This is an optimization exercise on Yosys and OpenROAD, whose aim is small area, not a production implementation.
RTL that was checked went through simulation tests only; none was proved equivalent to the original.

Design aes_key_sched_ctrl, start of the top module:
module aes_key_sched_ctrl #(
  parameter int NR = 10
) (
  input  logic         clk,
  input  logic         rst_n,
  input  logic         key_valid,
  output logic         key_ready,
  input  logic [127:0] key_in,
  output logic [31:0]  sw_out,
  input  logic [31:0]  sw_in,
  input  logic         rk_req,
  input  logic [3:0]   rk_idx,
  output logic         rk_valid,
  output logic [127:0] rk_data,
  output logic         rk_err,
  output logic         busy,
  output logic         keys_ready
);
Size: roughly 580 flip-flops, roughly 330 I/O pins, ~23000 sq um of cells after synthesis.
Settings: LEC_CHECK=0, CAP_MARGIN=20, CORE_MARGIN=2, CORE_UTILIZATION=40, SLEW_MARGIN=20, SYNTH_HIERARCHICAL=1; clock period 7.5 ns.
standard.sh (not shown) runs the stock make flow with config.mk's settings and CLKGATE_MAP_FILE= SYNTH_SCRIPT=/design/flow/synth_recipe.tcl, a recipe that flattens the netlist after the stock synthesis.
==> flow/flow/run.sh <==
#!/bin/bash
# Standard ORFS layout (the standard.sh, standard synthesis unchanged) with
# two changes: port buffers use the smallest buffer, and the clock tree uses
# clkbuf_8 with sink clusters of at most 16 and no dummy loads.
set -euo pipefail
export BUFFER_PORTS_ARGS="-buffer_cell sky130_fd_sc_hd__buf_1"
export CTS_ARGS="-sink_clustering_enable -repair_clock_nets -dont_use_dummy_load -buf_list sky130_fd_sc_hd__clkbuf_8 -sink_clustering_size 16 -sink_clustering_max_diameter 60"
export RECOVER_POWER=100
bash standard.sh > standard.log 2>&1
The first run reached the layout checks and failed them: capacitance limit, slew limit.
Rerun with:
--- a/flow/flow/run.sh
+++ b/flow/flow/run.sh
@@ -6,4 +6,3 @@
 export BUFFER_PORTS_ARGS="-buffer_cell sky130_fd_sc_hd__buf_1"
 export CTS_ARGS="-sink_clustering_enable -repair_clock_nets -dont_use_dummy_load -buf_list sky130_fd_sc_hd__clkbuf_8 -sink_clustering_size 16 -sink_clustering_max_diameter 60"
-export RECOVER_POWER=100
 bash standard.sh > standard.log 2>&1
After rerunning: This time the run finished clean. First-iteration DRC count rises by 5.8%. Setup slack is better by 0.063 ns. Routed wire length falls by 0.45%. Die area stays the same. Via count is about the same. Design area stays flat.
No run of this note included a check of the RTL's function; only the layout flow was run.

cedar:
Another version of the RTL of aes_key_sched_ctrl (not shown whole).
Size: roughly 580 flip-flops, about 330 I/O pins, about 25000 µm² of cells after synthesis.
Settings: LEC_CHECK=0, CAP_MARGIN=20, CORE_MARGIN=2, CORE_UTILIZATION=40, SLEW_MARGIN=20; clock period 7.5 ns.
==> flow/flow/run.sh <==
#!/bin/bash
# Standard ORFS layout (the standard.sh, standard synthesis unchanged) with
# two changes: port buffers use the smallest buffer, and the clock tree uses
# clkbuf_16 with sink clusters of at most 25 and no dummy loads.
set -euo pipefail
export BUFFER_PORTS_ARGS="-buffer_cell sky130_fd_sc_hd__buf_1"
export CTS_ARGS="-sink_clustering_enable -repair_clock_nets -dont_use_dummy_load -buf_list sky130_fd_sc_hd__clkbuf_16 -sink_clustering_size 25 -sink_clustering_max_diameter 80"
bash standard.sh > standard.log 2>&1
--- input diff cedar..birch ---
==> flow/flow/run.sh <==
#!/bin/bash
# Standard ORFS layout (the standard.sh, standard synthesis unchanged) with
# two changes: port buffers use the smallest buffer, and the clock tree uses
# clkbuf_8 with sink clusters of at most 16 and no dummy loads.
set -euo pipefail
export BUFFER_PORTS_ARGS="-buffer_cell sky130_fd_sc_hd__buf_1"
export CTS_ARGS="-sink_clustering_enable -repair_clock_nets -dont_use_dummy_load -buf_list sky130_fd_sc_hd__clkbuf_8 -sink_clustering_size 16 -sink_clustering_max_diameter 60"
bash standard.sh > standard.log 2>&1
==> run summary <==
- The final reports for birch and cedar show routed length on met1 lower in the former.
- birch vs cedar, overall global routing resource usage went up by 0.29 points.
- On count of clock-buffer cells in the layout: between birch and cedar, it ends up higher for birch.
- Summary: routed wire length, birch worse than cedar
- birch: clock latency of the later-clocked register in the worst-skew pair is 0.05 ns higher than what cedar reported.

aes_key_sched_ctrl, a different RTL version from the one above (not shown whole).
Size: ~580 flip-flops, ~330 I/O pins.
==> flow/config.mk <==
export PLATFORM = sky130hd
export DESIGN_NAME = aes_key_sched_ctrl
export DESIGN_NICKNAME = aes_key_sched_ctrl
export VERILOG_FILES = /design/flow/design.v
export SDC_FILE = /design/flow/constraint.sdc
export NUM_CORES = 4
export LEC_CHECK = 0
export CAP_MARGIN = 20
export CORE_MARGIN = 2
export CORE_UTILIZATION = 65
export SLEW_MARGIN = 20
export SYNTH_HIERARCHICAL = 1
==> flow/constraint.sdc <==
create_clock -name core_clock -period 7.5 [get_ports {clk}]
set_input_delay 1.5000 -clock core_clock [delete_from_list [all_inputs] [get_ports {clk}]]
set_output_delay 1.5000 -clock core_clock [all_outputs]
set_load 0.01 [all_outputs]
==> flow/flow/run.sh <==
#!/bin/bash
# Standard ORFS layout (the standard.sh, standard synthesis unchanged) with
# two changes: port buffers use the smallest buffer, and the clock tree uses
# clkbuf_8 with sink clusters of at most 16 and no dummy loads.
set -euo pipefail
export BUFFER_PORTS_ARGS="-buffer_cell sky130_fd_sc_hd__buf_1"
export CTS_ARGS="-sink_clustering_enable -repair_clock_nets -dont_use_dummy_load -buf_list sky130_fd_sc_hd__clkbuf_8 -sink_clustering_size 16 -sink_clustering_max_diameter 60"
bash standard.sh > standard.log 2>&1
Edit:
- CORE_UTILIZATION: 65 -> 40
Outcome: Routed wire length rose by about 12%; design area rose by about 1.7%; synthesized cell count does not change; core utilization fell by 27 points; first-iteration DRC count fell by 12%; via count fell by 0.92%; setup slack gets better by 0.095 ns; critical path depth does not change.
Edit:
==> flow/flow/run.sh (replaced) <==
#!/bin/bash
# Standard ORFS layout (the standard.sh, standard synthesis unchanged) with
# three changes:
#  - after floorplan, combinational cells are set to the smallest drive of
#    their family (flow/downsize.tcl); placement's repair_design and the later
#    repair steps resize them again where slew, capacitance or timing need it;
#  - port buffers use the smallest buffer;
#  - the clock tree uses clkbuf_4 with sink clusters of at most 10 and no
#    dummy loads.
set -euo pipefail
export BUFFER_PORTS_ARGS="-buffer_cell sky130_fd_sc_hd__buf_1"
export CTS_ARGS="-sink_clustering_enable -repair_clock_nets -dont_use_dummy_load -buf_list sky130_fd_sc_hd__clkbuf_4 -sink_clustering_size 10 -sink_clustering_max_diameter 50"
bash standard.sh floorplan > standard_floorplan.log 2>&1
DS_ODB=$(pwd)/orfs/results/sky130hd/aes_key_sched_ctrl/base/2_floorplan.odb \
DS_LIB=$FLOW_HOME/platforms/sky130hd/lib/sky130_fd_sc_hd__tt_025C_1v80.lib \
  openroad -no_init -exit flow/downsize.tcl > downsize.log 2>&1
bash standard.sh > standard.log 2>&1
==> flow/flow/downsize.tcl (new file) <==
# Downsize every combinational cell to the smallest-area cell of the same
# family (same name up to the drive-strength suffix). Flip-flops, clock cells
# and tie cells are left alone; repair_design later resizes where slew or
# capacitance calls for it.
set odb $::env(DS_ODB)
read_db $odb
read_liberty $::env(DS_LIB)
set dont_use {}
set best [dict create]
foreach lc [get_lib_cells */*] {
  set n [get_name $lc]
  if {![regexp {^(sky130_fd_sc_hd__[a-z0-9]+)_([0-9]+)$} $n -> fam drv]} continue
  if {[lsearch -exact $dont_use $n] >= 0} continue
  set m [[ord::get_db] findMaster $n]
  if {$m eq "NULL"} continue
  set a [expr {[$m getWidth] * [$m getHeight]}]
  if {![dict exists $best $fam] || $a < [lindex [dict get $best $fam] 1]} {
    dict set best $fam [list $n $a]
  }
}
set count 0
foreach inst [[ord::get_db_block] getInsts] {
  set mn [[$inst getMaster] getName]
  if {![regexp {^(sky130_fd_sc_hd__[a-z0-9]+)_([0-9]+)$} $mn -> fam drv]} continue
  if {[regexp {^sky130_fd_sc_hd__(df|ed|sdf|dl|clk|conb|tap|fill|decap|diode|buf|inv)} $mn]} continue
  if {![dict exists $best $fam]} continue
  set to [lindex [dict get $best $fam] 0]
  if {$to ne $mn} {
    replace_cell [$inst getName] $to
    incr count
  }
}
puts "downsize: replaced $count cells"
write_db $odb
Worst setup slack is worse by 0.15 ns. Count of clock-buffer cells in the layout increases by 31. Worst hold slack loses 0.0088 ns. Final area shrinks by 2.3%. Die area stays the same. Via count is higher by 1.5%.
Edit:
--- a/flow/flow/run.sh
+++ b/flow/flow/run.sh
@@ -6,9 +6,9 @@
 #    repair steps resize them again where slew, capacitance or timing need it;
 #  - port buffers use the smallest buffer;
-#  - the clock tree uses clkbuf_4 with sink clusters of at most 10 and no
+#  - the clock tree uses clkbuf_8 with sink clusters of at most 16 and no
 #    dummy loads.
 set -euo pipefail
 export BUFFER_PORTS_ARGS="-buffer_cell sky130_fd_sc_hd__buf_1"
-export CTS_ARGS="-sink_clustering_enable -repair_clock_nets -dont_use_dummy_load -buf_list sky130_fd_sc_hd__clkbuf_4 -sink_clustering_size 10 -sink_clustering_max_diameter 50"
+export CTS_ARGS="-sink_clustering_enable -repair_clock_nets -dont_use_dummy_load -buf_list sky130_fd_sc_hd__clkbuf_8 -sink_clustering_size 16 -sink_clustering_max_diameter 60"
 bash standard.sh floorplan > standard_floorplan.log 2>&1
 DS_ODB=$(pwd)/orfs/results/sky130hd/aes_key_sched_ctrl/base/2_floorplan.odb \
Maximum frequency decreases slightly.
Global-route usage decreases by 0.25 points.
Synthesized area is unchanged.
Core utilization is about the same.
Wire length decreases slightly.

static timing again, ports no longer ideal:
No port has a modelled driver above. Below, the same layouts with a new extraction and two added sets of constraints.
Step 1: set_driving_cell puts a clkbuf_16 on clk and a buf_2 on each other input, an assumption about the parent block.
Step 2, shift: input delay + t, output delay - t, t = (earliest + latest rising clock arrival at the registers) / 2. This alone moves slack from input paths to output paths.
a / b / c = ideal / step 1 / step 2; a / b = the first two.
run | t (ns) | setup slack, ns | worst hold slack (ns) | slew at the worst register clock pin (ns) | cell pins on the clock port's net
the first run of note 1 | 0.690 | 0.155 / 0.133 / 0.133 | 0.308 / 0.308 / 0.308 | 0.11 / 0.11 | 1
the second run of note 1 | 0.691 | 0.218 / 0.195 / 0.195 | 0.305 / 0.305 / 0.305 | 0.11 / 0.11 | 1
cedar | 0.663 | 1.606 / 1.644 / 0.981 | 0.352 / 0.352 / 0.352 | 0.11 / 0.11 | 1
birch | 0.699 | 1.632 / 1.666 / 0.967 | 0.340 / 0.340 / 0.340 | 0.11 / 0.11 | 1
the first run of note 3 | 0.673 | 0.710 / 0.710 / 0.710 | 0.345 / 0.345 / 0.345 | 0.10 / 0.10 | 1
the second run of note 3 | 0.692 | 0.805 / 0.805 / 0.747 | 0.323 / 0.323 / 0.323 | 0.11 / 0.11 | 1
the third run of note 3 | 0.820 | 0.651 / 0.651 / 0.622 | 0.315 / 0.315 / 0.315 | 0.12 / 0.12 | 1
the fourth run of note 3 | 0.672 | 0.629 / 0.629 / 0.622 | 0.308 / 0.308 / 0.308 | 0.11 / 0.11 | 1
The setup slack of birch, which loses most, moves by +0.034 ns with the drivers and by -0.665 ns with both steps.
